Background: an optimization exercise with open tools, aiming at small area, a short achievable clock period and few clock cycles per item. Do not read the settings as production practice. In this exercise RTL edits were held to simulation tests only and were not proved equivalent to the original.

**flow/config.mk**
```make
export PLATFORM = sky130hd
export DESIGN_NAME = nn_top
export DESIGN_NICKNAME = nn_top
export VERILOG_FILES = /design/flow/design.v
export SDC_FILE = /design/flow/constraint.sdc
export NUM_CORES = 4
export LEC_CHECK = 0
export ABC_AREA = 0
export ABC_CLOCK_PERIOD_IN_PS = 4000
export CAP_MARGIN = 20
export CORE_MARGIN = 2
export CORE_UTILIZATION = 40
export CTS_CLUSTER_DIAMETER = 80
export CTS_CLUSTER_SIZE = 24
export SETUP_SLACK_MARGIN = 5
export SLEW_MARGIN = 20
```
**flow/constraint.sdc**
```tcl
create_clock -name core_clock -period 12.0 [get_ports {clk}]
set_input_delay 2.4000 -clock core_clock [delete_from_list [all_inputs] [get_ports {clk}]]
set_output_delay 2.4000 -clock core_clock [all_outputs]
set_load 0.01 [all_outputs]
```
**flow/design.v**
```verilog
package nn_num_pkg;
    localparam int WORD_BITS = 16;
    localparam int FRAC_BITS = 8;
    localparam int INPUTS = 4;
    localparam int HIDDEN = 3;
    localparam int INPUT_IDX_BITS = $clog2(INPUTS);   
    typedef struct packed {
        logic                 sign;
        logic [WORD_BITS-2:0] body;
    } fix_fields_s;
    typedef union packed {
        logic signed [WORD_BITS-1:0] value;   
        fix_fields_s                 fields;
    } fix_word_u;
endpackage
package nn_seq_pkg;
    localparam int STEP_BITS = 2;
    localparam logic [STEP_BITS-1:0] LAST_WORD = 2'd3;
endpackage
`timescale 1ns/1ps
import nn_num_pkg::*;
import nn_seq_pkg::*;
module sample_loader (
    input  logic                 clk,
    input  logic                 rst_n,
    input  logic                 in_valid_d,
    output logic [STEP_BITS-1:0] count,     
    output logic                 x_valid,   
    output logic [STEP_BITS-1:0] x_step     
);
    always_ff @(posedge clk or negedge rst_n) begin
        if (!rst_n) begin
            count   <= '0;
            x_valid <= 1'b0;
            x_step  <= '0;
        end else begin
            x_valid <= in_valid_d;
            x_step  <= count;
            if (in_valid_d) begin
                count <= count + 1'b1;
            end
        end
    end
endmodule
`timescale 1ns/1ps
import nn_num_pkg::*;
module weight_loader (
    input  logic                                                                   clk,
    input  logic                                                                   rst_n,
    input  logic                                                                   in_valid_d,
    input  logic [nn_seq_pkg::STEP_BITS-1:0]                                       count,
    input  logic                                                                   in_valid_w1,
    input  logic [nn_num_pkg::WORD_BITS-1:0]                                                weight1,
    input  logic                                                                   in_valid_w2,
    input  logic [nn_num_pkg::WORD_BITS-1:0]                                                weight2,
    output logic [nn_num_pkg::HIDDEN-1:0][nn_num_pkg::WORD_BITS-1:0]                 w1_head,   
    output logic [nn_num_pkg::HIDDEN-1:0]                                            w1_ok,     
    output logic [nn_num_pkg::HIDDEN-1:0][nn_num_pkg::WORD_BITS-1:0]                 w2,
    output logic [nn_num_pkg::HIDDEN-1:0]                                            w2_ok
);
    localparam int W1_WORDS = HIDDEN * INPUTS;
    logic [3:0] n1;   
    logic [1:0] n2;   
    always_ff @(posedge clk or negedge rst_n) begin
        if (!rst_n) begin
            n1 <= '0;
            n2 <= '0;
        end else begin
            if (in_valid_w1 && n1 != 4'(W1_WORDS)) begin
                n1 <= n1 + 1'b1;
            end
            if (in_valid_w2 && n2 != 2'(HIDDEN)) begin
                n2 <= n2 + 1'b1;
            end
        end
    end
    logic [HIDDEN-1:0][INPUTS-1:0][WORD_BITS-1:0] w1;
    always_comb begin
        for (int j = 0; j < HIDDEN; j++) begin
            w1_head[j] = w1[j][0];
            w1_ok[j]   = (5'(n1) + 5'(j * INPUTS) + 5'(count)) >= 5'(W1_WORDS);
            w2_ok[j]   = (3'(n2) + 3'(j)) >= 3'(HIDDEN);
        end
    end
    always_ff @(posedge clk) begin
        if (in_valid_w1 || in_valid_d) begin
            for (int j = 0; j < HIDDEN; j++) begin
                for (int k = 0; k < INPUTS - 1; k++) begin
                    w1[j][k] <= w1[j][k+1];
                end
                if (in_valid_d) begin
                    w1[j][INPUTS-1] <= w1[j][0];
                end else if (j < HIDDEN - 1) begin
                    w1[j][INPUTS-1] <= w1[j+1][0];
                end else begin
                    w1[j][INPUTS-1] <= weight1;
                end
            end
        end
    end
    always_ff @(posedge clk) begin
        if (in_valid_w2) begin
            for (int j = 0; j < HIDDEN - 1; j++) begin
                w2[j] <= w2[j+1];
            end
            w2[HIDDEN-1] <= weight2;   
        end
    end
endmodule
`timescale 1ns/1ps
import nn_num_pkg::*;
import nn_seq_pkg::*;
module forward_engine (
    input  logic                                                                   clk,
    input  logic                                                                   rst_n,
    input  logic                                                                   in_valid_d,
    input  logic [nn_num_pkg::WORD_BITS-1:0]                                       data_point,
    input  logic [nn_seq_pkg::STEP_BITS-1:0]                                       count,
    input  logic                                                                   x_valid,
    input  logic [nn_seq_pkg::STEP_BITS-1:0]                                       x_step,
    input  logic [nn_num_pkg::HIDDEN-1:0][nn_num_pkg::WORD_BITS-1:0]                 w1_head,
    input  logic [nn_num_pkg::HIDDEN-1:0]                                            w1_ok,
    input  logic [nn_num_pkg::HIDDEN-1:0][nn_num_pkg::WORD_BITS-1:0]                 w2,
    input  logic [nn_num_pkg::HIDDEN-1:0]                                            w2_ok,
    output logic                                                                   out_valid,
    output logic [nn_num_pkg::WORD_BITS-1:0]                                       out
);
    logic                             s2_valid;
    logic                             s2_last;
    logic                             acc_clear;  
    logic                             out_mul;    
    logic                             out_sum;    
    logic [HIDDEN-1:0][WORD_BITS-1:0] mac_a;      
    logic [HIDDEN-1:0][7:0]           mac_one;    
    logic [HIDDEN-1:0][7:0]           mac_two;
    logic [HIDDEN-1:0][7:0]           mac_neg;
    logic [HIDDEN-1:0][7:0]           w1_one, w1_two, w1_neg;   
    logic [HIDDEN-1:0][7:0]           w2_one, w2_two, w2_neg;   
    logic [HIDDEN-1:0][WORD_BITS-1:0] pp_s;       
    logic [HIDDEN-1:0][WORD_BITS-1:0] pp_c;
    logic [HIDDEN-1:0]                pp_ci;
    logic [HIDDEN-1:0][WORD_BITS-1:0] row_s;      
    logic [HIDDEN-1:0][WORD_BITS-1:0] row_c;
    logic [HIDDEN-1:0]                row_ci;
    logic [HIDDEN-1:0][WORD_BITS-1:0] acc;        
    logic [HIDDEN-1:0][WORD_BITS-1:0] acc_sum;    
    logic [HIDDEN-1:0][WORD_BITS-1:0] acc_cs_s;
    logic [HIDDEN-1:0][WORD_BITS-1:0] acc_cs_c;
    always_ff @(posedge clk or negedge rst_n) begin
        if (!rst_n) begin
            s2_valid <= 1'b0;
            s2_last  <= 1'b0;
            out_mul  <= 1'b0;
            out_sum  <= 1'b0;
        end else begin
            s2_valid <= x_valid;
            s2_last  <= x_valid && (x_step == LAST_WORD);
            out_mul  <= s2_last;
            out_sum  <= out_mul;
        end
    end
    for (genvar j = 0; j < HIDDEN; j++) begin : g_enc
        booth_enc enc1_i (
            .b   (w1_head[j]),
            .ok  (w1_ok[j]),
            .one (w1_one[j]),
            .two (w1_two[j]),
            .neg (w1_neg[j])
        );
        booth_enc enc2_i (
            .b   (w2[j]),
            .ok  (w2_ok[j]),
            .one (w2_one[j]),
            .two (w2_two[j]),
            .neg (w2_neg[j])
        );
    end
    always_ff @(posedge clk) begin
        for (int j = 0; j < HIDDEN; j++) begin
            if (in_valid_d) begin
                mac_a[j]   <= data_point;
                mac_one[j] <= w1_one[j];
                mac_two[j] <= w1_two[j];
                mac_neg[j] <= w1_neg[j];
            end else begin
                mac_a[j]   <= acc_sum[j][WORD_BITS-1] ? '0 : acc_sum[j];
                mac_one[j] <= w2_one[j];
                mac_two[j] <= w2_two[j];
                mac_neg[j] <= w2_neg[j];
            end
        end
    end
    for (genvar j = 0; j < HIDDEN; j++) begin : g_pp
        booth_pp pp_i (
            .a   (mac_a[j]),
            .one (mac_one[j]),
            .two (mac_two[j]),
            .neg (mac_neg[j]),
            .s   (pp_s[j]),
            .c   (pp_c[j]),
            .ci  (pp_ci[j])
        );
    end
    always_ff @(posedge clk) begin
        row_s  <= pp_s;
        row_c  <= pp_c;
        row_ci <= pp_ci;
    end
    always_comb begin
        for (int j = 0; j < HIDDEN; j++) begin
            acc_cs_s[j] = acc[j] ^ row_s[j] ^ row_c[j];
            acc_cs_c[j] = WORD_BITS'({(acc[j] & row_s[j]) | (acc[j] & row_c[j]) | (row_s[j] & row_c[j]), 1'b0});
            acc_sum[j]  = acc_cs_s[j] + acc_cs_c[j] + WORD_BITS'(row_ci[j]);
        end
    end
    assign acc_clear = (count == '0) && !x_valid && !s2_valid;
    always_ff @(posedge clk) begin
        if (s2_valid) begin
            acc <= acc_sum;
        end else if (acc_clear) begin
            acc <= '0;
        end
    end
    logic [WORD_BITS-1:0] out_total;
    out_sum out_sum_i (
        .s  (row_s),
        .c  (row_c),
        .ci (row_ci),
        .y  (out_total)
    );
    always_ff @(posedge clk or negedge rst_n) begin
        if (!rst_n) begin
            out_valid <= 1'b0;
            out       <= '0;
        end else if (out_sum) begin
            out_valid <= 1'b1;
            out       <= out_total;
        end else begin
            out_valid <= 1'b0;
            out       <= '0;
        end
    end
endmodule
module booth_pp (
    input  logic [15:0] a,     
    input  logic [7:0]  one,   
    input  logic [7:0]  two,   
    input  logic [7:0]  neg,   
    output logic [15:0] s,     
    output logic [15:0] c,
    output logic        ci     
);
    logic [16:0] ax;
    assign ax = {a[15], a};
    logic [7:0][16:0] pp;
    always_comb begin
        for (int k = 0; k < 8; k++) begin
            pp[k][0] = (one[k] & ax[0]) ^ neg[k];
            for (int i = 1; i < 17; i++) begin
                pp[k][i] = ((one[k] & ax[i]) | (two[k] & ax[i-1])) ^ neg[k];
            end
            pp[k][16] = ~pp[k][16];
        end
    end
    logic s1, k2;
    assign s1 = neg[5] ^ pp[0][10];
    assign k2 = neg[5] & pp[0][10];
    logic s3, k4;
    assign s3 = pp[0][11] ^ pp[1][9];
    assign k4 = pp[0][11] & pp[1][9];
    logic s5, k6;
    assign s5 = neg[6] ^ pp[0][12] ^ pp[1][10];
    assign k6 = (neg[6] & pp[0][12]) | (neg[6] & pp[1][10]) | (pp[0][12] & pp[1][10]);
    logic s7, k8;
    assign s7 = pp[2][8] ^ pp[3][6];
    assign k8 = pp[2][8] & pp[3][6];
    logic s9, k10;
    assign s9 = pp[0][13] ^ pp[1][11] ^ pp[2][9];
    assign k10 = (pp[0][13] & pp[1][11]) | (pp[0][13] & pp[2][9]) | (pp[1][11] & pp[2][9]);
    logic s11, k12;
    assign s11 = pp[3][7] ^ pp[4][5];
    assign k12 = pp[3][7] & pp[4][5];
    logic s13, k14;
    assign s13 = neg[7] ^ pp[0][14] ^ pp[1][12];
    assign k14 = (neg[7] & pp[0][14]) | (neg[7] & pp[1][12]) | (pp[0][14] & pp[1][12]);
    logic s15, k16;
    assign s15 = pp[2][10] ^ pp[3][8] ^ pp[4][6];
    assign k16 = (pp[2][10] & pp[3][8]) | (pp[2][10] & pp[4][6]) | (pp[3][8] & pp[4][6]);
    logic s17, k18;
    assign s17 = pp[5][4] ^ pp[6][2];
    assign k18 = pp[5][4] & pp[6][2];
    logic s19, k20;
    assign s19 = pp[0][15] ^ pp[1][13] ^ pp[2][11];
    assign k20 = (pp[0][15] & pp[1][13]) | (pp[0][15] & pp[2][11]) | (pp[1][13] & pp[2][11]);
    logic s21, k22;
    assign s21 = pp[3][9] ^ pp[4][7] ^ pp[5][5];
    assign k22 = (pp[3][9] & pp[4][7]) | (pp[3][9] & pp[5][5]) | (pp[4][7] & pp[5][5]);
    logic s23, k24;
    assign s23 = pp[6][3] ^ pp[7][1];
    assign k24 = pp[6][3] & pp[7][1];
    logic s25, k26;
    assign s25 = 1'b1 ^ pp[0][16] ^ pp[1][14];
    assign k26 = (1'b1 & pp[0][16]) | (1'b1 & pp[1][14]) | (pp[0][16] & pp[1][14]);
    logic s27, k28;
    assign s27 = pp[2][12] ^ pp[3][10] ^ pp[4][8];
    assign k28 = (pp[2][12] & pp[3][10]) | (pp[2][12] & pp[4][8]) | (pp[3][10] & pp[4][8]);
    logic s29, k30;
    assign s29 = pp[5][6] ^ pp[6][4] ^ pp[7][2];
    assign k30 = (pp[5][6] & pp[6][4]) | (pp[5][6] & pp[7][2]) | (pp[6][4] & pp[7][2]);
    logic s31, k32;
    assign s31 = 1'b1 ^ pp[1][15] ^ pp[2][13];
    assign k32 = (1'b1 & pp[1][15]) | (1'b1 & pp[2][13]) | (pp[1][15] & pp[2][13]);
    logic s33, k34;
    assign s33 = pp[3][11] ^ pp[4][9] ^ pp[5][7];
    assign k34 = (pp[3][11] & pp[4][9]) | (pp[3][11] & pp[5][7]) | (pp[4][9] & pp[5][7]);
    logic s35, k36;
    assign s35 = pp[6][5] ^ pp[7][3];
    assign k36 = pp[6][5] & pp[7][3];
    logic s37, k38;
    assign s37 = pp[1][16] ^ pp[2][14] ^ pp[3][12];
    assign k38 = (pp[1][16] & pp[2][14]) | (pp[1][16] & pp[3][12]) | (pp[2][14] & pp[3][12]);
    logic s39, k40;
    assign s39 = pp[4][10] ^ pp[5][8] ^ pp[6][6];
    assign k40 = (pp[4][10] & pp[5][8]) | (pp[4][10] & pp[6][6]) | (pp[5][8] & pp[6][6]);
    logic s41, k42;
    assign s41 = 1'b1 ^ pp[2][15] ^ pp[3][13];
    assign k42 = (1'b1 & pp[2][15]) | (1'b1 & pp[3][13]) | (pp[2][15] & pp[3][13]);
    logic s43, k44;
    assign s43 = pp[4][11] ^ pp[5][9];
    assign k44 = pp[4][11] & pp[5][9];
    logic s45, k46;
    assign s45 = pp[2][16] ^ pp[3][14] ^ pp[4][12];
    assign k46 = (pp[2][16] & pp[3][14]) | (pp[2][16] & pp[4][12]) | (pp[3][14] & pp[4][12]);
    logic s47, k48;
    assign s47 = 1'b1 ^ pp[3][15];
    assign k48 = 1'b1 & pp[3][15];
    logic s49, k50;
    assign s49 = neg[3] ^ pp[0][6];
    assign k50 = neg[3] & pp[0][6];
    logic s51, k52;
    assign s51 = pp[0][7] ^ pp[1][5];
    assign k52 = pp[0][7] & pp[1][5];
    logic s53, k54;
    assign s53 = neg[4] ^ pp[0][8] ^ pp[1][6];
    assign k54 = (neg[4] & pp[0][8]) | (neg[4] & pp[1][6]) | (pp[0][8] & pp[1][6]);
    logic s55, k56;
    assign s55 = pp[2][4] ^ pp[3][2];
    assign k56 = pp[2][4] & pp[3][2];
    logic s57, k58;
    assign s57 = pp[0][9] ^ pp[1][7] ^ pp[2][5];
    assign k58 = (pp[0][9] & pp[1][7]) | (pp[0][9] & pp[2][5]) | (pp[1][7] & pp[2][5]);
    logic s59, k60;
    assign s59 = pp[3][3] ^ pp[4][1];
    assign k60 = pp[3][3] & pp[4][1];
    logic s61, k62;
    assign s61 = pp[1][8] ^ pp[2][6] ^ pp[3][4];
    assign k62 = (pp[1][8] & pp[2][6]) | (pp[1][8] & pp[3][4]) | (pp[2][6] & pp[3][4]);
    logic s63, k64;
    assign s63 = pp[4][2] ^ pp[5][0] ^ s1;
    assign k64 = (pp[4][2] & pp[5][0]) | (pp[4][2] & s1) | (pp[5][0] & s1);
    logic s65, k66;
    assign s65 = pp[2][7] ^ pp[3][5] ^ pp[4][3];
    assign k66 = (pp[2][7] & pp[3][5]) | (pp[2][7] & pp[4][3]) | (pp[3][5] & pp[4][3]);
    logic s67, k68;
    assign s67 = pp[5][1] ^ k2 ^ s3;
    assign k68 = (pp[5][1] & k2) | (pp[5][1] & s3) | (k2 & s3);
    logic s69, k70;
    assign s69 = pp[4][4] ^ pp[5][2] ^ pp[6][0];
    assign k70 = (pp[4][4] & pp[5][2]) | (pp[4][4] & pp[6][0]) | (pp[5][2] & pp[6][0]);
    logic s71, k72;
    assign s71 = k4 ^ s7 ^ s5;
    assign k72 = (k4 & s7) | (k4 & s5) | (s7 & s5);
    logic s73, k74;
    assign s73 = pp[5][3] ^ pp[6][1] ^ k8;
    assign k74 = (pp[5][3] & pp[6][1]) | (pp[5][3] & k8) | (pp[6][1] & k8);
    logic s75, k76;
    assign s75 = s11 ^ k6 ^ s9;
    assign k76 = (s11 & k6) | (s11 & s9) | (k6 & s9);
    logic s77, k78;
    assign s77 = pp[7][0] ^ k12 ^ s17;
    assign k78 = (pp[7][0] & k12) | (pp[7][0] & s17) | (k12 & s17);
    logic s79, k80;
    assign s79 = k10 ^ s13 ^ s15;
    assign k80 = (k10 & s13) | (k10 & s15) | (s13 & s15);
    logic s81, k82;
    assign s81 = k18 ^ s23 ^ k14;
    assign k82 = (k18 & s23) | (k18 & k14) | (s23 & k14);
    logic s83, k84;
    assign s83 = k16 ^ s19 ^ s21;
    assign k84 = (k16 & s19) | (k16 & s21) | (s19 & s21);
    logic s85, k86;
    assign s85 = k24 ^ k20 ^ k22;
    assign k86 = (k24 & k20) | (k24 & k22) | (k20 & k22);
    logic s87, k88;
    assign s87 = s25 ^ s27 ^ s29;
    assign k88 = (s25 & s27) | (s25 & s29) | (s27 & s29);
    logic s89, k90;
    assign s89 = s35 ^ k26 ^ k28;
    assign k90 = (s35 & k26) | (s35 & k28) | (k26 & k28);
    logic s91, k92;
    assign s91 = k30 ^ s31 ^ s33;
    assign k92 = (k30 & s31) | (k30 & s33) | (s31 & s33);
    logic s93, k94;
    assign s93 = pp[7][4] ^ k36 ^ k32;
    assign k94 = (pp[7][4] & k36) | (pp[7][4] & k32) | (k36 & k32);
    logic s95, k96;
    assign s95 = k34 ^ s37 ^ s39;
    assign k96 = (k34 & s37) | (k34 & s39) | (s37 & s39);
    logic s97, k98;
    assign s97 = pp[6][7] ^ pp[7][5] ^ s43;
    assign k98 = (pp[6][7] & pp[7][5]) | (pp[6][7] & s43) | (pp[7][5] & s43);
    logic s99, k100;
    assign s99 = k38 ^ k40 ^ s41;
    assign k100 = (k38 & k40) | (k38 & s41) | (k40 & s41);
    logic s101, k102;
    assign s101 = pp[5][10] ^ pp[6][8] ^ pp[7][6];
    assign k102 = (pp[5][10] & pp[6][8]) | (pp[5][10] & pp[7][6]) | (pp[6][8] & pp[7][6]);
    logic s103, k104;
    assign s103 = k44 ^ k42 ^ s45;
    assign k104 = (k44 & k42) | (k44 & s45) | (k42 & s45);
    logic s105, k106;
    assign s105 = pp[4][13] ^ pp[5][11] ^ pp[6][9];
    assign k106 = (pp[4][13] & pp[5][11]) | (pp[4][13] & pp[6][9]) | (pp[5][11] & pp[6][9]);
    logic s107, k108;
    assign s107 = pp[7][7] ^ s47 ^ k46;
    assign k108 = (pp[7][7] & s47) | (pp[7][7] & k46) | (s47 & k46);
    logic s109, k110;
    assign s109 = pp[3][16] ^ pp[4][14] ^ pp[5][12];
    assign k110 = (pp[3][16] & pp[4][14]) | (pp[3][16] & pp[5][12]) | (pp[4][14] & pp[5][12]);
    logic s111, k112;
    assign s111 = pp[6][10] ^ pp[7][8] ^ k48;
    assign k112 = (pp[6][10] & pp[7][8]) | (pp[6][10] & k48) | (pp[7][8] & k48);
    logic s113, k114;
    assign s113 = 1'b1 ^ pp[4][15] ^ pp[5][13];
    assign k114 = (1'b1 & pp[4][15]) | (1'b1 & pp[5][13]) | (pp[4][15] & pp[5][13]);
    logic s115, k116;
    assign s115 = pp[6][11] ^ pp[7][9];
    assign k116 = pp[6][11] & pp[7][9];
    logic s117, k118;
    assign s117 = neg[2] ^ pp[0][4];
    assign k118 = neg[2] & pp[0][4];
    logic s119, k120;
    assign s119 = pp[0][5] ^ pp[1][3];
    assign k120 = pp[0][5] & pp[1][3];
    logic s121, k122;
    assign s121 = pp[1][4] ^ pp[2][2] ^ pp[3][0];
    assign k122 = (pp[1][4] & pp[2][2]) | (pp[1][4] & pp[3][0]) | (pp[2][2] & pp[3][0]);
    logic s123, k124;
    assign s123 = pp[2][3] ^ pp[3][1] ^ k50;
    assign k124 = (pp[2][3] & pp[3][1]) | (pp[2][3] & k50) | (pp[3][1] & k50);
    logic s125, k126;
    assign s125 = pp[4][0] ^ k52 ^ s55;
    assign k126 = (pp[4][0] & k52) | (pp[4][0] & s55) | (k52 & s55);
    logic s127, k128;
    assign s127 = k56 ^ s59 ^ k54;
    assign k128 = (k56 & s59) | (k56 & k54) | (s59 & k54);
    logic s129, k130;
    assign s129 = k60 ^ k58 ^ s61;
    assign k130 = (k60 & k58) | (k60 & s61) | (k58 & s61);
    logic s131, k132;
    assign s131 = k62 ^ s65 ^ k64;
    assign k132 = (k62 & s65) | (k62 & k64) | (s65 & k64);
    logic s133, k134;
    assign s133 = k66 ^ s69 ^ k68;
    assign k134 = (k66 & s69) | (k66 & k68) | (s69 & k68);
    logic s135, k136;
    assign s135 = k70 ^ s73 ^ k72;
    assign k136 = (k70 & s73) | (k70 & k72) | (s73 & k72);
    logic s137, k138;
    assign s137 = k74 ^ s77 ^ k76;
    assign k138 = (k74 & s77) | (k74 & k76) | (s77 & k76);
    logic s139, k140;
    assign s139 = k78 ^ k80 ^ s81;
    assign k140 = (k78 & k80) | (k78 & s81) | (k80 & s81);
    logic s141, k142;
    assign s141 = k82 ^ k84 ^ s85;
    assign k142 = (k82 & k84) | (k82 & s85) | (k84 & s85);
    logic s143, k144;
    assign s143 = k86 ^ k88 ^ s89;
    assign k144 = (k86 & k88) | (k86 & s89) | (k88 & s89);
    logic s145, k146;
    assign s145 = k90 ^ k92 ^ s93;
    assign k146 = (k90 & k92) | (k90 & s93) | (k92 & s93);
    logic s147, k148;
    assign s147 = k94 ^ s97 ^ k96;
    assign k148 = (k94 & s97) | (k94 & k96) | (s97 & k96);
    logic s149, k150;
    assign s149 = s101 ^ k98 ^ k100;
    assign k150 = (s101 & k98) | (s101 & k100) | (k98 & k100);
    logic s151, k152;
    assign s151 = k102 ^ s105 ^ k104;
    assign k152 = (k102 & s105) | (k102 & k104) | (s105 & k104);
    logic s153, k154;
    assign s153 = k106 ^ s109 ^ s111;
    assign k154 = (k106 & s109) | (k106 & s111) | (s109 & s111);
    logic s155, k156;
    assign s155 = s115 ^ k110 ^ s113;
    assign k156 = (s115 & k110) | (s115 & s113) | (k110 & s113);
    logic s157, k158;
    assign s157 = neg[1] ^ pp[0][2];
    assign k158 = neg[1] & pp[0][2];
    logic s159, k160;
    assign s159 = pp[0][3] ^ pp[1][1];
    assign k160 = pp[0][3] & pp[1][1];
    logic s161, k162;
    assign s161 = pp[1][2] ^ pp[2][0] ^ s117;
    assign k162 = (pp[1][2] & pp[2][0]) | (pp[1][2] & s117) | (pp[2][0] & s117);
    logic s163, k164;
    assign s163 = pp[2][1] ^ k118 ^ s119;
    assign k164 = (pp[2][1] & k118) | (pp[2][1] & s119) | (k118 & s119);
    logic s165, k166;
    assign s165 = k120 ^ s49 ^ s121;
    assign k166 = (k120 & s49) | (k120 & s121) | (s49 & s121);
    logic s167, k168;
    assign s167 = s51 ^ k122 ^ s123;
    assign k168 = (s51 & k122) | (s51 & s123) | (k122 & s123);
    logic s169, k170;
    assign s169 = s53 ^ k124 ^ s125;
    assign k170 = (s53 & k124) | (s53 & s125) | (k124 & s125);
    logic s171, k172;
    assign s171 = s57 ^ k126 ^ s127;
    assign k172 = (s57 & k126) | (s57 & s127) | (k126 & s127);
    logic s173, k174;
    assign s173 = k128 ^ s63 ^ s129;
    assign k174 = (k128 & s63) | (k128 & s129) | (s63 & s129);
    logic s175, k176;
    assign s175 = s67 ^ k130 ^ s131;
    assign k176 = (s67 & k130) | (s67 & s131) | (k130 & s131);
    logic s177, k178;
    assign s177 = s71 ^ k132 ^ s133;
    assign k178 = (s71 & k132) | (s71 & s133) | (k132 & s133);
    logic s179, k180;
    assign s179 = s75 ^ k134 ^ s135;
    assign k180 = (s75 & k134) | (s75 & s135) | (k134 & s135);
    logic s181, k182;
    assign s181 = s79 ^ k136 ^ s137;
    assign k182 = (s79 & k136) | (s79 & s137) | (k136 & s137);
    logic s183, k184;
    assign s183 = s83 ^ k138 ^ s139;
    assign k184 = (s83 & k138) | (s83 & s139) | (k138 & s139);
    logic s185, k186;
    assign s185 = s87 ^ k140 ^ s141;
    assign k186 = (s87 & k140) | (s87 & s141) | (k140 & s141);
    logic s187, k188;
    assign s187 = s91 ^ k142 ^ s143;
    assign k188 = (s91 & k142) | (s91 & s143) | (k142 & s143);
    logic s189, k190;
    assign s189 = s95 ^ k144 ^ s145;
    assign k190 = (s95 & k144) | (s95 & s145) | (k144 & s145);
    logic s191, k192;
    assign s191 = s99 ^ k146 ^ s147;
    assign k192 = (s99 & k146) | (s99 & s147) | (k146 & s147);
    logic s193, k194;
    assign s193 = s103 ^ k148 ^ s149;
    assign k194 = (s103 & k148) | (s103 & s149) | (k148 & s149);
    logic s195, k196;
    assign s195 = s107 ^ k150 ^ s151;
    assign k196 = (s107 & k150) | (s107 & s151) | (k150 & s151);
    logic s197, k198;
    assign s197 = k108 ^ s153 ^ k152;
    assign k198 = (k108 & s153) | (k108 & k152) | (s153 & k152);
    logic s199, k200;
    assign s199 = k112 ^ s155 ^ k154;
    assign k200 = (k112 & s155) | (k112 & k154) | (s155 & k154);
    logic [23:0] ra, rb;
    logic [8:0]  lo;
    assign ra = {k198, k196, k194, k192, k190, k188, k186, k184, k182, k180, k178, k176, k174, k172, k170, k168, k166, k164, k162, k160, k158, s157, pp[0][1], neg[0]};
    assign rb = {s199, s197, s195, s193, s191, s189, s187, s185, s183, s181, s179, s177, s175, s173, s171, s169, s167, s165, s163, s161, s159, pp[1][0], 1'b0, pp[0][0]};
    assign lo = {1'b0, ra[7:0]} + {1'b0, rb[7:0]};
    assign s  = ra[23:8];
    assign c  = rb[23:8];
    assign ci = lo[8];
endmodule
module booth_enc (
    input  logic [15:0] b,
    input  logic        ok,
    output logic [7:0]  one,
    output logic [7:0]  two,
    output logic [7:0]  neg
);
    logic [16:0] bx;
    assign bx = {b, 1'b0};
    always_comb begin
        for (int k = 0; k < 8; k++) begin
            one[k] = ok & (bx[2*k+1] ^ bx[2*k]);
            two[k] = ok & ((bx[2*k+2] & ~bx[2*k+1] & ~bx[2*k]) | (~bx[2*k+2] & bx[2*k+1] & bx[2*k]));
            neg[k] = ok & bx[2*k+2];
        end
    end
endmodule
module out_sum (
    input  logic [2:0][15:0] s,
    input  logic [2:0][15:0] c,
    input  logic [2:0]       ci,
    output logic [15:0]      y
);
    function automatic logic [15:0] csa_s(input logic [15:0] x, input logic [15:0] y, input logic [15:0] z);
        csa_s = x ^ y ^ z;
    endfunction
    function automatic logic [15:0] csa_c(input logic [15:0] x, input logic [15:0] y, input logic [15:0] z);
        csa_c = (x & y) | (x & z) | (y & z);
    endfunction
    logic [15:0] a, b, c2, d, e, f, g, h;
    logic [15:0] ab, cd, ef, gh;
    assign a  = csa_s(s[0], c[0], s[1]);
    assign ab = csa_c(s[0], c[0], s[1]);
    assign b  = {ab[14:0], ci[1]};
    assign c2 = csa_s(c[1], s[2], c[2]);
    assign cd = csa_c(c[1], s[2], c[2]);
    assign d  = {cd[14:0], ci[2]};
    assign e  = csa_s(a, b, c2);
    assign ef = csa_c(a, b, c2);
    assign f  = {ef[14:0], 1'b0};
    assign g  = csa_s(e, f, d);
    assign gh = csa_c(e, f, d);
    assign h  = {gh[14:0], 1'b0};
    assign y  = g + h + {15'b0, ci[0]};
endmodule
`timescale 1ns/1ps
import nn_num_pkg::*;
import nn_seq_pkg::*;
module nn_top (
    input  logic        clk,
    input  logic        rst_n,
    input  logic        in_valid_d,
    input  logic        in_valid_w1,
    input  logic        in_valid_w2,
    input  logic [15:0] data_point,
    input  logic [15:0] weight1,
    input  logic [15:0] weight2,
    output logic        out_valid,
    output logic [15:0] out
);
    logic                                         x_valid;
    logic [STEP_BITS-1:0]                         x_step;
    logic [STEP_BITS-1:0]                         count;
    logic [HIDDEN-1:0][WORD_BITS-1:0]             w1_head;
    logic [HIDDEN-1:0]                            w1_ok;
    logic [HIDDEN-1:0][WORD_BITS-1:0]             w2;
    logic [HIDDEN-1:0]                            w2_ok;
    sample_loader sample_loader_i (
        .clk          (clk),
        .rst_n        (rst_n),
        .in_valid_d   (in_valid_d),
        .count        (count),
        .x_valid      (x_valid),
        .x_step       (x_step)
    );
    weight_loader weight_loader_i (
        .clk         (clk),
        .rst_n       (rst_n),
        .in_valid_d  (in_valid_d),
        .count       (count),
        .in_valid_w1 (in_valid_w1),
        .weight1     (weight1),
        .in_valid_w2 (in_valid_w2),
        .weight2     (weight2),
        .w1_head     (w1_head),
        .w1_ok       (w1_ok),
        .w2          (w2),
        .w2_ok       (w2_ok)
    );
    forward_engine forward_engine_i (
        .clk          (clk),
        .rst_n        (rst_n),
        .in_valid_d   (in_valid_d),
        .data_point   (data_point),
        .count        (count),
        .x_valid      (x_valid),
        .x_step       (x_step),
        .w1_head      (w1_head),
        .w2           (w2),
        .w1_ok        (w1_ok),
        .w2_ok        (w2_ok),
        .out_valid    (out_valid),
        .out          (out)
    );
endmodule
```
**flow/flow/run.sh**
```bash
#!/bin/bash
set -euo pipefail
MARGIN=${MARGIN:-8.4}
TNS=${TNS:-20}
PORTBUF=${PORTBUF:-sky130_fd_sc_hd__buf_2}
MATCH=${MATCH:-0}
# The standard synthesis, unchanged
bash standard.sh synth > synth.log 2>&1
# The rest of the standard flow with the wider repair margin
sed -e "s/SETUP_SLACK_MARGIN=[-0-9.]*/SETUP_SLACK_MARGIN=$MARGIN TNS_END_PERCENT=$TNS BUFFER_PORTS_ARGS='-buffer_cell $PORTBUF' MATCH_CELL_FOOTPRINT=$MATCH/" standard.sh > layout.sh
grep -q "SETUP_SLACK_MARGIN=$MARGIN" layout.sh
bash layout.sh finish > layout.log 2>&1
```
**flow/standard.sh**
```bash
#!/bin/bash
# synth_recipe.tcl (not shown) runs the flow's synth.tcl, then flattens the netlist and writes it again
# the make line also repeats each setting of config.mk as NAME=value (left out here)
make -C /OpenROAD-flow-scripts/flow DESIGN_CONFIG=/design/flow/config.mk WORK_HOME=/design/flow/orfs CLKGATE_MAP_FILE= SYNTH_SCRIPT=/design/flow/synth_recipe.tcl "${@:-finish}"
```
==> qor.log, run 1 <==
INFO  sta            slew_violations=0
INFO  synthesis      syn_area_per_cell=11.3um2
INFO  floorplanning  core_region_area=88000um2
INFO  routing        post-route-drc-count=0
INFO  setup_path     path_class=register to register
INFO  finish         multi_input_area=19600um2
INFO  clock_network  numClockSinks=537
INFO  synthesis      synth_cells=3142
INFO  routing        number_of_nets_with_antenna_violations_after_routing=0
INFO  sta            finalHoldViolCount=0
INFO  sta            fin_tns_setup=0ns
INFO  sta            finalHoldWorstSlack=0.376ns
INFO  synthesis      synthesis.nets=3676
INFO  floorplanning  fp.dieH=301um
INFO  synthesis      synth_seq_area_share=39.0%
INFO  global_route   gr_overflow_total=0
INFO  floorplanning  starting_density_of_the_core=40.2%
INFO  routing        average_via_count_per_standard_cell=5.34
INFO  run_status     status=no timing/DRC/antenna violations
INFO  place          place.gp.congestion=0.878
INFO  finish         layout.core_utilization=43.1%
INFO  floorplanning  rows=109
INFO  synthesis      yosys_warnings=6
INFO  clock_network  cts.htree.levels=1
INFO  synthesis      ys_async_sr_fraction=5.96%
INFO  place          port_buffers=69
INFO  clock_network  cts_buffers=31
INFO  setup_path     cp_slowest_stage_delay=0.56ns
INFO  sta            min_period_over_period=29.9%
INFO  sta            rsz0062_at_grt=true
INFO  routing        route.final.wire_length=90200um
INFO  clock_network  clk_pin_slew=0.09ns
INFO  sta            maxSlewHeadroom=30.1%
INFO  finish         most-common-layout-cells=sky130_fd_sc_hd__inv_1, sky130_fd_sc_hd__fa_1, sky130_fd_sc_hd__a22oi_1, sky130_fd_sc_hd__xnor2_1, sky130_fd_sc_hd__edfxtp_1
INFO  synthesis      synthTopCellsByArea=sky130_fd_sc_hd__edfxtp_1, sky130_fd_sc_hd__fa_1, sky130_fd_sc_hd__dfxtp_1
INFO  setup_path     worst_ep_arrival_time=4.11ns
INFO  synthesis      fraction_of_synthesized_cell_area_taken_by_the_top_area_cell_type=24.5%
INFO  setup_path     r2r_slack=8.41ns
INFO  global_route   grt_antenna_before_repair=4
INFO  worst_hold_path worst_hold_path_type=register to register
INFO  finish         n_fill_cell=8307
INFO  finish         flow.area_growth_from_synthesis=7.16%
INFO  global_route   grt_first_pass_wirelength=140000um
INFO  setup_path     slowest_stage_cell_crit_path=sky130_fd_sc_hd__fa_1
INFO  setup_path     timing.critical_path.mode_cell=sky130_fd_sc_hd__fa_1
INFO  setup_path     cell_by_cell_trace_of_the_critical_path=inv_2 -> fa_1 -> fa_1 -> inv_2 -> fa_1 -> ha_1 -> a211o_1 -> a211oi_4 -> o21bai_2 -> nand3_1 -> nand2_1 -> xor2_1 -> and2_1
INFO  floorplanning  die-area=90800um2
INFO  clock_network  cts_hold_buf=0
INFO  routing        drt_first_pass_iters=7
INFO  sta            timing.final.crit_period=3.59ns
INFO  global_route   grt_start_max_net_pins=97
INFO  setup_path     path_buf_inv=2
INFO  global_route   grtUsageTotal=20.0%
INFO  setup_path     required=12.52ns
INFO  place          hpwlAfterDp=66700um
INFO  finish         seq_area=13800um2
INFO  clock_network  worst_skew_pair.late_latency=0.65ns
INFO  job            maxCapViolCount=0
INFO  synthesis      yosys_register_bits=537
INFO  sta            worst_clock_skew=0.0232ns
INFO  routing        dr.first_iter.drc_count=2081
INFO  clock_network  clock_tree.root_cell=sky130_fd_sc_hd__clkbuf_16
INFO  synthesis      synth_top_cell_by_area=sky130_fd_sc_hd__edfxtp_1
INFO  sta            tightestPinTransition=1.05ns
INFO  finish         drive_gt1_share=8.63%
INFO  synthesis      number_of_enable_type_register_cells_in_the_synthesized_netlist=288
INFO  clock_network  cts_max_path_buffers=3
INFO  setup_path     timing.critical_path.max_delay_family=adder cells
INFO  synthesis      yosys_most_used_dff=sky130_fd_sc_hd__edfxtp_1
INFO  floorplanning  die-width=301um
INFO  synthesis      post_synth_instance_area=35400um2
INFO  routing        vias=22692
INFO  finish         mostFrequentLayoutCell=sky130_fd_sc_hd__inv_1
INFO  sta            setup_viol_count_final=0
INFO  setup_path     cp_max_fo=3
INFO  setup_path     crit_path_start_kind=register
INFO  synthesis      synth_cell_type_count=57
INFO  routing        detail_route.wl_per_cell=21.2um
INFO  finish         num-nets-final=3591
INFO  clock_network  tritoncts=built
INFO  floorplanning  ioPinCount=70
INFO  setup_path     setup.worst_path.end_class=register
INFO  global_route   first_global_vias=22551
INFO  sta            max_clock_freq=278MHz
layer usage:
layer | part of all wire, % | track usage, %
met1 | 46 | 29.5
met2 | 45 | 31.2
met3 | 6.3 | 2.38
met4 | 2.8 | 5.16
met5 | 0 | 0
what timing repair did:
item                                    4_1_cts  5_1_grt
endpoints found under the hold margin         0        0
endpoints found under the setup margin      253      240
gates resized for setup                      10       40
gates cloned                                  1        1
pin swaps                                     1       12
buffers inserted                              3       13
cell type report:
| cell class | count | area share (%) |
|---|---|---|
| Clock inverter | 14 | 0.495 |
| Clock buffer | 44 | 2.26 |
| Sequential cell | 537 | 36.5 |
| Timing Repair Buffer | 103 | 1.78 |
| Inverter | 354 | 3.52 |
| Tap cell | 1165 | 3.85 |
| Multi-Input combinational cell | 2030 | 51.6 |
| Antenna cell | 1 | 0.00661 |
state kept, by name, summed over array words and instances, names as in the netlist, 2 cells and up:
signal                    flops
weight_loader_i.w2           48
forward_engine_i.acc         48
weight_loader_i.n1            4
forward_engine_i.mac_a       46
forward_engine_i.row_s       48
forward_engine_i.out         16
forward_engine_i.mac_neg     24
forward_engine_i.row_ci       3
forward_engine_i.mac_one     24
forward_engine_i.row_c       48
sample_loader_i.x_step        2
sample_loader_i.count         2
forward_engine_i.mac_two     24
weight_loader_i.n2            2
weight_loader_i.w1          192
kinds of logic after synthesis:
logic type	synth area share, %
simple gates	4.29
mux	1.65
compound gates	12.8
fa+ha+maj	24.2
xor+xnor	11.9
flops	39.0
buf+inv	6.13
per-stage QoR:
| step | worst slack [ns] | std cells | cell area, um2 |
|---|---|---|---|
| global placement | 7.06 | 4171 | 36500 |
| CTS | 8.24 | 4233 | 37600 |
| global route | 8.26 | 4248 | 37900 |
| floorplan | 7.52 | 3142 | 35400 |
| detailed placement | 7.05 | 4171 | 36500 |
| finish | 8.41 | 4248 | 37900 |
worst paths after layout:
| kind | startpoint | endpoint | depth (start not counted) |
|---|---|---|---|
| worst max-delay path | forward_engine_i.row_c[1]$_DFF_P_ | forward_engine_i.out[13]$_DFF_PN0_ | 13 |
| worst min-delay path | forward_engine_i.out_mul$_DFF_PN0_ | forward_engine_i.out_sum$_DFF_PN0_ | 0 |
| worst max register to register | forward_engine_i.row_c[1]$_DFF_P_ | forward_engine_i.out[13]$_DFF_PN0_ | 13 |
| max in group asynchronous | rst_n | weight_loader_i.n2[0]$_DFFE_PN0P_ | 1 |
| min in group asynchronous | rst_n | forward_engine_i.out[15]$_DFF_PN0_ | 1 |
| worst min register to register | forward_engine_i.out_mul$_DFF_PN0_ | forward_engine_i.out_sum$_DFF_PN0_ | 0 |
Yosys cell counts (21+ instances only):
cell,number
sky130_fd_sc_hd__xor2_1,161
sky130_fd_sc_hd__a21oi_1,100
sky130_fd_sc_hd__inv_1,350
sky130_fd_sc_hd__nand2_1,123
sky130_fd_sc_hd__clkbuf_1,205
sky130_fd_sc_hd__fa_1,337
sky130_fd_sc_hd__dfxtp_1,217
sky130_fd_sc_hd__a22o_1,26
sky130_fd_sc_hd__o21ai_0,80
sky130_fd_sc_hd__dfrtp_1,32
sky130_fd_sc_hd__mux2_2,51
sky130_fd_sc_hd__nor2_1,154
sky130_fd_sc_hd__edfxtp_1,288
sky130_fd_sc_hd__ha_1,144
sky130_fd_sc_hd__a22oi_1,321
sky130_fd_sc_hd__xnor2_1,321
sky130_fd_sc_hd__a21o_1,27
sky130_fd_sc_hd__o22ai_1,45
sky130_fd_sc_hd__and2_1,21
Testbench counts, summed over its fixed seeds: cycles 12,808, items 1,600.
==> run 2: changes to the inputs <==
--- a/flow/design.v
+++ b/flow/design.v
@@ -177,16 +177,16 @@
     end
     always_ff @(posedge clk) begin
         for (int j = 0; j < HIDDEN; j++) begin
-            if (in_valid_d) begin
-                mac_a[j]   <= data_point;
-                mac_one[j] <= w1_one[j];
-                mac_two[j] <= w1_two[j];
-                mac_neg[j] <= w1_neg[j];
-            end else begin
+            if (s2_last) begin
                 mac_a[j]   <= acc_sum[j][WORD_BITS-1] ? '0 : acc_sum[j];
                 mac_one[j] <= w2_one[j];
                 mac_two[j] <= w2_two[j];
                 mac_neg[j] <= w2_neg[j];
+            end else begin
+                mac_a[j]   <= data_point;
+                mac_one[j] <= w1_one[j];
+                mac_two[j] <= w1_two[j];
+                mac_neg[j] <= w1_neg[j];
             end
         end
     end
==> run 2 against run 1 <==
Compared with the run above:
- clock-buffer cell count decreased by 1
- clock skew increased by 0.0097 ns
- critical endpoint is now forward_engine_i.row_c[40]$_DFF_P_
- utilization decreased by 0.23 points
- largest cell class unchanged
- via count decreased by 0.48%
- final cell count decreased by 0.38%
- die area increased by 0.73%
- synthesized cell count about the same
- first-iteration DRC count decreased by 7.1%
- fmax increased by 0.76%
==> qor.log, run 2 <==
INFO  place          port_buffers=69
INFO  finish         antenna-diode-count=0
INFO  routing        vias=22584
INFO  clock_network  tritoncts=built
INFO  finish         drive_gt1_share=9.49%
INFO  setup_path     timing.critical_path.max_delay_family=adder cells
INFO  sta            tightestPinTransition=1.13ns
INFO  worst_hold_path worst_hold_path_type=register to register
INFO  routing        post-route-drc-count=0
INFO  floorplanning  starting_density_of_the_core=40.3%
INFO  synthesis      yosys_most_used_dff=sky130_fd_sc_hd__edfxtp_1
INFO  synthesis      yosys-top-cells-count=sky130_fd_sc_hd__inv_1, sky130_fd_sc_hd__fa_1, sky130_fd_sc_hd__a22oi_1
INFO  floorplanning  rows=109
INFO  global_route   grt_first_pass_wirelength=136000um
INFO  synthesis      yosys_warnings=6
INFO  synthesis      syn_area_per_cell=11.3um2
INFO  place          placed_cells=4171
INFO  routing        detail_route.wl_per_cell=20.7um
INFO  setup_path     path_buf_inv=2
INFO  finish         flow.area_growth_from_synthesis=6.30%
INFO  sta            maxSlewHeadroom=24.8%
INFO  finish         n_fill_cell=8433
INFO  synthesis      synth_top_cell_by_area=sky130_fd_sc_hd__edfxtp_1
INFO  synthesis      post_synth_instance_area=35600um2
INFO  setup_path     crit_path_start_kind=register
INFO  synthesis      synth_cell_type_count=70
INFO  global_route   grt_start_max_net_pins=78
INFO  global_route   grtUsageTotal=19.3%
INFO  synthesis      synth.most_common_cell=sky130_fd_sc_hd__inv_1
INFO  clock_network  worst_skew_pair.late_latency=0.64ns
INFO  synthesis      synthTopCellsByArea=sky130_fd_sc_hd__edfxtp_1, sky130_fd_sc_hd__fa_1, sky130_fd_sc_hd__dfxtp_1
INFO  clock_network  cts_max_path_buffers=3
INFO  setup_path     required=12.49ns
INFO  setup_path     cp_max_fo=17
INFO  sta            min_period_over_period=29.7%
INFO  routing        number_of_nets_with_antenna_violations_after_routing=0
INFO  clock_network  clk_pin_slew=0.10ns
INFO  global_route   grt_antenna_before_repair=0
INFO  finish         num-nets-final=3578
INFO  clock_network  cts_buffers=29
INFO  finish         finish.instance_area=37900um2
INFO  sta            finalHoldViolCount=0
INFO  finish         mostFrequentLayoutCell=sky130_fd_sc_hd__inv_1
INFO  finish         largest_register=weight_loader_i.w1
INFO  synthesis      fraction_of_synthesized_cell_area_taken_by_the_top_area_cell_type=24.3%
INFO  clock_network  cts_hold_buf=0
INFO  synthesis      ys_async_sr_fraction=5.96%
INFO  sta            max_clock_freq=280MHz
INFO  synthesis      synth_seq_area_share=38.7%
INFO  synthesis      synth_cells=3145
INFO  sta            setup_viol_count_final=0
INFO  place          detailedPlace.worstSlack=6.97ns
INFO  floorplanning  die-width=302um
INFO  sta            worst_clock_skew=0.0329ns
INFO  synthesis      yosys_register_bits=537
INFO  run_status     status=no timing/DRC/antenna violations
INFO  global_route   gr_overflow_total=0
INFO  setup_path     timing.critical_path.mode_cell=sky130_fd_sc_hd__fa_1
INFO  routing        dr.first_iter.drc_count=1934
INFO  place          post_dp_cell_area=36700um2
INFO  setup_path     setup.worst_path.end_class=register
INFO  sta            fin_ws=8.43ns
INFO  clock_network  clock_tree.root_cell=sky130_fd_sc_hd__clkbuf_16
INFO  finish         largest_reg_flops=192
INFO  setup_path     cp_slowest_stage_delay=1.03ns
INFO  synthesis      synthesis.nets=3679
INFO  routing        average_via_count_per_standard_cell=5.34
INFO  synthesis      number_of_enable_type_register_cells_in_the_synthesized_netlist=288
INFO  place          place.gp.congestion=0.861
INFO  clock_network  numClockSinks=537
INFO  global_route   first_global_vias=22334
INFO  floorplanning  die-area=91400um2
INFO  setup_path     worst_ep_arrival_time=4.06ns
INFO  sta            fin_tns_setup=0ns
INFO  routing        drt_first_pass_iters=7
INFO  setup_path     slowest_stage_cell_crit_path=sky130_fd_sc_hd__dfxtp_1
INFO  place          hpwlAfterDp=65200um
INFO  finish         most-common-layout-cells=sky130_fd_sc_hd__inv_1, sky130_fd_sc_hd__fa_1, sky130_fd_sc_hd__a22oi_1
INFO  floorplanning  core_region_area=88400um2
INFO  sta            rsz0062_at_grt=true
INFO  clock_network  cts.htree.levels=1
INFO  floorplanning  fp.dieH=302um
INFO  routing        route.final.wire_length=87600um
INFO  job            maxCapViolCount=0
INFO  sta            slew_violations=0
INFO  finish         final-instance-count-excl-fill=4232
INFO  floorplanning  ioPinCount=70
INFO  finish         layout.core_utilization=42.8%
INFO  setup_path     cell_by_cell_trace_of_the_critical_path=a22oi_1 -> xnor2_1 -> fa_1 -> inv_1 -> fa_1 -> fa_1 -> inv_1 -> fa_1
INFO  setup_path     path_class=register to register
INFO  sta            timing.final.crit_period=3.57ns
==> run 2: cell types whose count changed after synthesis, sizes merged, moves of 2 or more <==
cell    before  now
buf         16   37
clkbuf     205  187
nand2      123  108
nand2b       6   18
or2b         0    6
nor2       154  150
a21o        27   29
a21oi      101  103
a31o         5    7
and2        21   19
o21a         6    8
==> run 2: cell type report <==
type,instances,area (um2),area share (%)
tap,1165,1460,3.85
clock inverter,11,131,0.347
multi-input combinational,2032,19800,52.3
timing repair buffer,91,539,1.42
sequential,537,13800,36.5
inverter,353,1330,3.50
clock buffer,43,788,2.08
==> run 2: final timing paths <==
path	startpoint	to	slack (ns)	depth (start not counted)
max in group asynchronous	rst_n	forward_engine_i.s2_valid$_DFF_PN0_	9.56	1
worst min register to register	forward_engine_i.out_mul$_DFF_PN0_	forward_engine_i.out_sum$_DFF_PN0_	0.35	0
min in group asynchronous	rst_n	forward_engine_i.out[0]$_DFF_PN0_	1.88	1
worst max-delay path	forward_engine_i.mac_one[17]$_DFF_P_	forward_engine_i.row_c[40]$_DFF_P_	8.43	8
worst max register to register	forward_engine_i.mac_one[17]$_DFF_P_	forward_engine_i.row_c[40]$_DFF_P_	8.43	8
worst min-delay path	forward_engine_i.out_mul$_DFF_PN0_	forward_engine_i.out_sum$_DFF_PN0_	0.35	0
==> run 2: timing repair <==
action / CTS / global route
resized for setup: 22 / 36
cloned: 1 / 0
endpoints found under the setup margin: 153 / 95
buffers inserted: 2 / 4
pin swaps: 8 / 14
==> run 2: layer usage <==
layer,GRT usage [%],vias up,share of wire [%]
li1,-,10383,-
met1,28.9,11291,46
met2,29.0,797,44
met3,3.19,113,7.1
met4,5.04,0,3.0
met5,0,-,0
==> run 2: through the flow <==
| step | hold WS, ns |
|---|---|
| after detailed placement | 0.337 |
| after CTS | 0.352 |
| after global placement | 0.333 |
| final | 0.352 |
| after global routing | 0.346 |
| after floorplan | 0.331 |
==> run 2: cell families after synthesis <==
group / after synthesis / synth area share, %
AOI/OAI and AO/OA: 667 / 13.1
xor gates and xnor gates: 481 / 11.9
adders and majority gates: 481 / 24.0
buffers and inverters: 577 / 6.25
DFF: 537 / 38.7
muxes: 51 / 1.61
and+or+nand+nor: 351 / 4.47
Testbench counts of run 2, summed over its fixed seeds: cycles 12,808, items 1,600.
==> run 3: changes to the inputs <==
--- a/flow/config.mk
+++ b/flow/config.mk
@@ -6,7 +6,7 @@
 export NUM_CORES = 4
 export LEC_CHECK = 0
 export ABC_AREA = 0
-export ABC_CLOCK_PERIOD_IN_PS = 4000
+export ABC_CLOCK_PERIOD_IN_PS = 8000
 export CAP_MARGIN = 20
 export CORE_MARGIN = 2
 export CORE_UTILIZATION = 40
==> run 3 against run 2 <==
Compared with the run above:
- largest cell class unchanged
- final area unchanged
- still clean on timing, DRC and antenna
- first-iteration DRC count did not move
- register-to-register slack hardly changed
- sequential cell count unchanged
==> qor.log, run 3 <==
INFO  sta            max_clock_freq=280MHz
INFO  sta            tightestPinTransition=1.13ns
INFO  clock_network  cts_buffers=29
INFO  clock_network  cts_hold_buf=0
INFO  floorplanning  rows=109
INFO  place          port_buffers=69
INFO  sta            timing.final.crit_period=3.57ns
INFO  sta            finalHoldViolCount=0
INFO  clock_network  clock_tree.root_cell=sky130_fd_sc_hd__clkbuf_16
INFO  floorplanning  die-width=302um
INFO  finish         largest_register=weight_loader_i.w1
INFO  routing        route.final.wire_length=87600um
INFO  sta            maxSlewHeadroom=24.8%
INFO  setup_path     cp_max_fo=17
INFO  clock_network  cts.htree.levels=1
INFO  finish         final-instance-count-excl-fill=4232
INFO  clock_network  cts_max_path_buffers=3
INFO  sta            setup_viol_count_final=0
INFO  floorplanning  ioPinCount=70
INFO  finish         drive_gt1_share=9.49%
INFO  synthesis      ys_async_sr_fraction=5.96%
INFO  synthesis      synth_seq_area_share=38.7%
INFO  synthesis      syn_area_per_cell=11.3um2
INFO  place          place.gp.congestion=0.861
INFO  synthesis      synth.most_common_cell=sky130_fd_sc_hd__inv_1
INFO  synthesis      yosys_most_used_dff=sky130_fd_sc_hd__edfxtp_1
INFO  synthesis      synth_cell_type_count=70
INFO  routing        average_via_count_per_standard_cell=5.34
INFO  run_status     status=no timing/DRC/antenna violations
INFO  finish         largest_reg_flops=192
INFO  routing        dr.first_iter.drc_count=1934
INFO  clock_network  tritoncts=built
INFO  global_route   gr_overflow_total=0
INFO  setup_path     crit_path_start_kind=register
INFO  routing        post-route-drc-count=0
INFO  synthesis      fraction_of_synthesized_cell_area_taken_by_the_top_area_cell_type=24.3%
INFO  synthesis      post_synth_instance_area=35600um2
INFO  sta            worst_clock_skew=0.0329ns
INFO  routing        vias=22584
INFO  floorplanning  core_region_area=88400um2
INFO  finish         most-common-layout-cells=sky130_fd_sc_hd__inv_1, sky130_fd_sc_hd__fa_1, sky130_fd_sc_hd__a22oi_1
INFO  synthesis      yosys_warnings=6
INFO  synthesis      yosys-top-cells-count=sky130_fd_sc_hd__inv_1, sky130_fd_sc_hd__fa_1, sky130_fd_sc_hd__a22oi_1
INFO  sta            fin_tns_setup=0ns
INFO  sta            slew_violations=0
INFO  setup_path     cell_by_cell_trace_of_the_critical_path=a22oi_1 -> xnor2_1 -> fa_1 -> inv_1 -> fa_1 -> fa_1 -> inv_1 -> fa_1
INFO  setup_path     path_class=register to register
INFO  synthesis      number_of_enable_type_register_cells_in_the_synthesized_netlist=288
INFO  setup_path     required=12.49ns
INFO  finish         antenna-diode-count=0
INFO  synthesis      synth_cells=3145
INFO  sta            rsz0062_at_grt=true
INFO  synthesis      synthesis.nets=3679
INFO  finish         mostFrequentLayoutCell=sky130_fd_sc_hd__inv_1
INFO  setup_path     cp_slowest_stage_delay=1.03ns
INFO  worst_hold_path worst_hold_path_type=register to register
INFO  setup_path     setup.worst_path.end_class=register
INFO  finish         num-nets-final=3578
INFO  clock_network  worst_skew_pair.late_latency=0.64ns
INFO  floorplanning  starting_density_of_the_core=40.3%
INFO  clock_network  numClockSinks=537
INFO  global_route   grt_start_max_net_pins=78
INFO  setup_path     timing.critical_path.max_delay_family=adder cells
INFO  setup_path     r2r_slack=8.43ns
INFO  floorplanning  fp.dieH=302um
INFO  setup_path     slowest_stage_cell_crit_path=sky130_fd_sc_hd__dfxtp_1
INFO  clock_network  clk_pin_slew=0.10ns
INFO  sta            min_period_over_period=29.7%
INFO  setup_path     path_buf_inv=2
INFO  routing        drt_first_pass_iters=7
INFO  global_route   grtUsageTotal=19.3%
INFO  synthesis      synthTopCellsByArea=sky130_fd_sc_hd__edfxtp_1, sky130_fd_sc_hd__fa_1, sky130_fd_sc_hd__dfxtp_1
INFO  synthesis      synth_top_cell_by_area=sky130_fd_sc_hd__edfxtp_1
INFO  setup_path     worst_ep_arrival_time=4.06ns
INFO  finish         flow.area_growth_from_synthesis=6.30%
INFO  floorplanning  die-area=91400um2
INFO  setup_path     timing.critical_path.mode_cell=sky130_fd_sc_hd__fa_1
INFO  place          hpwlAfterDp=65200um
INFO  global_route   grt_antenna_before_repair=0
INFO  global_route   grt_first_pass_wirelength=136000um
INFO  routing        number_of_nets_with_antenna_violations_after_routing=0
INFO  synthesis      yosys_register_bits=537
INFO  routing        detail_route.wl_per_cell=20.7um
INFO  place          placed_cells=4171
INFO  global_route   first_global_vias=22334
INFO  job            maxCapViolCount=0
run 3: cell counts after synthesis:
No cell type changed its count.
run 3: timing repair:
action | CTS | global route
buffers inserted | 2 | 4
endpoints found under the hold margin | 0 | 0
endpoints found under the setup margin | 153 | 95
gates resized for setup | 22 | 36
pin swaps | 8 | 14
gates cloned | 1 | 0
run 3: cell families (layout without fill, tap and decap cells):
| kind of cell | Yosys count | count (layout) | synth area share [%] |
|---|---|---|---|
| muxes | 51 | 51 | 1.61 |
| DFF | 537 | 537 | 38.7 |
| xor gates and xnor gates | 481 | 481 | 11.9 |
| and+or+nand+nor | 351 | 352 | 4.47 |
| adders and majority gates | 481 | 481 | 24.0 |
| buffers and inverters | 577 | 498 | 6.25 |
| AOI/OAI and AO/OA | 667 | 667 | 13.1 |
run 3: final cells by class:
cell class | instances | area, um2
Clock buffer | 43 | 788
Clock inverter | 11 | 131
Fill cell | 8433 | 50500
Inverter | 353 | 1330
Multi-Input combinational cell | 2032 | 19800
Sequential cell | 537 | 13800
Tap cell | 1165 | 1460
Timing Repair Buffer | 91 | 539
run 3: path summary, 6_finish.rpt:
path / to / cells past startpoint / startpoint
worst max-delay path: forward_engine_i.row_c[40]$_DFF_P_ / 8 / forward_engine_i.mac_one[17]$_DFF_P_
worst min-delay path: forward_engine_i.out_sum$_DFF_PN0_ / 0 / forward_engine_i.out_mul$_DFF_PN0_
worst max register to register: forward_engine_i.row_c[40]$_DFF_P_ / 8 / forward_engine_i.mac_one[17]$_DFF_P_
worst min register to register: forward_engine_i.out_sum$_DFF_PN0_ / 0 / forward_engine_i.out_mul$_DFF_PN0_
max in group asynchronous: forward_engine_i.s2_valid$_DFF_PN0_ / 1 / rst_n
min in group asynchronous: forward_engine_i.out[0]$_DFF_PN0_ / 1 / rst_n
run 3: per-layer routing:
layer | global-route usage (%) | up-vias | part of all wire (%)
li1 | - | 10383 | -
met1 | 28.9 | 11291 | 46
met2 | 29.0 | 797 | 44
met3 | 3.19 | 113 | 7.1
met4 | 5.04 | 0 | 3.0
met5 | 0 | - | 0
run 3: metrics by stage:
stage / utilization [%] / setup WS [ns] / hold WS [ns] / area [um2]
6_report: 42.8 / 8.43 / 0.352 / 37900
3_3_place_gp: 41.5 / 6.99 / 0.333 / 36700
5_1_grt: 42.8 / 8.31 / 0.346 / 37900
3_5_place_dp: 41.5 / 6.97 / 0.337 / 36700
4_1_cts: 42.7 / 8.37 / 0.352 / 37700
2_1_floorplan: - / 7.53 / 0.331 / 35600
==> run 4: changes to the inputs <==
--- a/flow/config.mk
+++ b/flow/config.mk
@@ -6,7 +6,7 @@
 export NUM_CORES = 4
 export LEC_CHECK = 0
 export ABC_AREA = 0
-export ABC_CLOCK_PERIOD_IN_PS = 8000
+export ABC_CLOCK_PERIOD_IN_PS = 2500
 export CAP_MARGIN = 20
 export CORE_MARGIN = 2
 export CORE_UTILIZATION = 40
==> run 4 against run 3 <==
Compared with the run above:
- critical path depth is the same
- worst hold slack stayed put
- non-clock buffer count did not move
- register-to-register slack hardly changed
- wire length is the same
- first-iteration DRC count did not move
- clock-buffer cell count unchanged
- via count stayed put
- setup slack unchanged
- fmax stayed put
- critical path type unchanged
==> qor.log, run 4 <==
INFO  run_status     status=no timing/DRC/antenna violations
INFO  worst_hold_path worst_hold_path_type=register to register
INFO  routing        post-route-drc-count=0
INFO  global_route   gr_overflow_total=0
INFO  sta            tightestPinTransition=1.13ns
INFO  setup_path     cp_max_fo=17
INFO  place          hpwlAfterDp=65200um
INFO  clock_network  clock_tree.root_cell=sky130_fd_sc_hd__clkbuf_16
INFO  synthesis      yosys-top-cells-count=sky130_fd_sc_hd__inv_1, sky130_fd_sc_hd__fa_1, sky130_fd_sc_hd__a22oi_1
INFO  clock_network  worst_skew_pair.late_latency=0.64ns
INFO  finish         num-nets-final=3578
INFO  synthesis      yosys_warnings=6
INFO  clock_network  tritoncts=built
INFO  routing        route.final.wire_length=87600um
INFO  sta            setup_viol_count_final=0
INFO  sta            finalHoldViolCount=0
INFO  floorplanning  core_region_area=88400um2
INFO  finish         antenna-diode-count=0
INFO  synthesis      simple_gate_area_share_of_the_yosys_netlist=4.47%
INFO  sta            fin_tns_setup=0ns
INFO  global_route   grtUsageTotal=19.3%
INFO  synthesis      post_synth_fa_ha_maj_area_fraction=24.0%
INFO  routing        drt_first_pass_iters=7
INFO  routing        detail_route.wl_per_cell=20.7um
INFO  finish         flow.area_growth_from_synthesis=6.30%
INFO  place          post_dp_cell_area=36700um2
INFO  synthesis      post_synthesis_xor_xnor_area_fraction=11.9%
INFO  floorplanning  starting_density_of_the_core=40.3%
INFO  synthesis      post_synth_instance_area=35600um2
INFO  synthesis      synth_top_cell_by_area=sky130_fd_sc_hd__edfxtp_1
INFO  synthesis      synth_seq_area_share=38.7%
INFO  setup_path     setup.worst_path.end_class=register
INFO  floorplanning  die-width=302um
INFO  sta            rsz0062_at_grt=true
INFO  global_route   grt_first_pass_wirelength=136000um
INFO  synthesis      synthesis.nets=3679
INFO  place          place.gp.congestion=0.861
INFO  synthesis      ys_async_sr_fraction=5.96%
INFO  clock_network  cts_max_path_buffers=3
INFO  sta            worst_clock_skew=0.0329ns
INFO  routing        vias=22584
INFO  clock_network  clk_pin_slew=0.10ns
INFO  finish         drive_gt1_share=9.49%
INFO  clock_network  cts.htree.levels=1
INFO  job            maxCapViolCount=0
INFO  synthesis      post_synth_mux_area_share=1.61%
INFO  synthesis      synth_cells=3145
INFO  synthesis      number_of_enable_type_register_cells_in_the_synthesized_netlist=288
INFO  global_route   grt_start_max_net_pins=78
INFO  synthesis      synth_compound_gate_area_share=13.1%
INFO  routing        average_via_count_per_standard_cell=5.34
INFO  setup_path     required=12.49ns
INFO  place          port_buffers=69
INFO  finish         most-common-layout-cells=sky130_fd_sc_hd__inv_1, sky130_fd_sc_hd__fa_1, sky130_fd_sc_hd__a22oi_1
INFO  synthesis      synth_top_family_by_area=adder cells
INFO  sta            fin_ws=8.43ns
INFO  synthesis      synth.most_common_cell=sky130_fd_sc_hd__inv_1
INFO  clock_network  cts_buffers=29
INFO  setup_path     path_class=register to register
INFO  place          placed_cells=4171
INFO  sta            timing.final.crit_period=3.57ns
INFO  finish         final-instance-count-excl-fill=4232
INFO  sta            min_period_over_period=29.7%
INFO  routing        number_of_nets_with_antenna_violations_after_routing=0
INFO  setup_path     crit_path_start_kind=register
INFO  clock_network  numClockSinks=537
run 4: cell counts after synthesis:
Identical to the previous run, type by type.
run 4: cell families (layout without fill, tap and decap cells):
logic type | count (synthesis) | count (layout)
compound gates | 667 | 667
xor+xnor | 481 | 481
fa+ha+maj | 481 | 481
buf+inv | 577 | 498
flops | 537 | 537
mux | 51 | 51
simple gates | 351 | 352
run 4: worst paths after layout:
check	startpoint	slack, ns	depth (start not counted)	end
max in group asynchronous	rst_n	9.56	1	forward_engine_i.s2_valid$_DFF_PN0_
worst max register to register	forward_engine_i.mac_one[17]$_DFF_P_	8.43	8	forward_engine_i.row_c[40]$_DFF_P_
worst min register to register	forward_engine_i.out_mul$_DFF_PN0_	0.35	0	forward_engine_i.out_sum$_DFF_PN0_
worst max-delay path	forward_engine_i.mac_one[17]$_DFF_P_	8.43	8	forward_engine_i.row_c[40]$_DFF_P_
min in group asynchronous	rst_n	1.88	1	forward_engine_i.out[0]$_DFF_PN0_
worst min-delay path	forward_engine_i.out_mul$_DFF_PN0_	0.35	0	forward_engine_i.out_sum$_DFF_PN0_
run 4: repair_timing:
| action | 4_1_cts | 5_1_grt |
|---|---|---|
| setup buffers | 2 | 4 |
| pin swaps | 8 | 14 |
| setup endpoints to repair | 153 | 95 |
| cloned | 1 | 0 |
| gates resized for setup | 22 | 36 |
run 4: final cells by class:
class / count / area [um2] / share of cell area [%]
Multi-Input combinational cell: 2032 / 19800 / 52.3
Sequential cell: 537 / 13800 / 36.5
Tap cell: 1165 / 1460 / 3.85
Inverter: 353 / 1330 / 3.50
Clock buffer: 43 / 788 / 2.08
Timing Repair Buffer: 91 / 539 / 1.42
Clock inverter: 11 / 131 / 0.347
run 4: per-stage QoR:
step	hold slack, ns	util (%)
floorplan	0.331	-
global placement	0.333	41.5
detailed placement	0.337	41.5
CTS	0.352	42.7
global route	0.346	42.8
finish	0.352	42.8
run 4: per-layer routing:
metal | routed length [um] | share of wire [%] | GRT usage [%]
met3 | 6260 | 7.1 | 3.19
met1 | 40500 | 46 | 28.9
met4 | 2630 | 3.0 | 5.04
met2 | 38200 | 44 | 29.0
met5 | 0 | 0 | 0
run 4: worst max-delay path, cell delays in order, from the launching register on:
cell and delay [ns]:
sky130_fd_sc_hd__dfxtp_1 1.03, sky130_fd_sc_hd__a22oi_1 0.19, sky130_fd_sc_hd__xnor2_1 0.20, sky130_fd_sc_hd__fa_1 0.51, sky130_fd_sc_hd__inv_1 0.05, sky130_fd_sc_hd__fa_1 0.43
sky130_fd_sc_hd__fa_1 0.51, sky130_fd_sc_hd__inv_1 0.05, sky130_fd_sc_hd__fa_1 0.43

re-timing with driven ports:
No port has a modelled driver above. Below, the same layouts with a new extraction and two added sets of constraints.
Step 1 assumes that a clkbuf_16 drives the clock port and a buf_2 every other input.
Step 2 moves the port delays by t, midway between the first and last clock arrival at a register: inputs arrive t later, outputs are due t later. That takes back most of the time a late clock gives input paths.
a / b / c = ideal / step 1 / step 2; a / b = the first two.
run	shift t [ns]	setup WS [ns]	worst data-port slew with drivers (ns)
run 1	0.698	8.406 / 8.383 / 7.850	0.04
run 2	0.688	8.433 / 8.414 / 7.857	0.05
run 3	0.688	8.433 / 8.414 / 7.857	0.05
run 4	0.688	8.433 / 8.414 / 7.857	0.05
After both steps setup and hold are still met in every run listed.
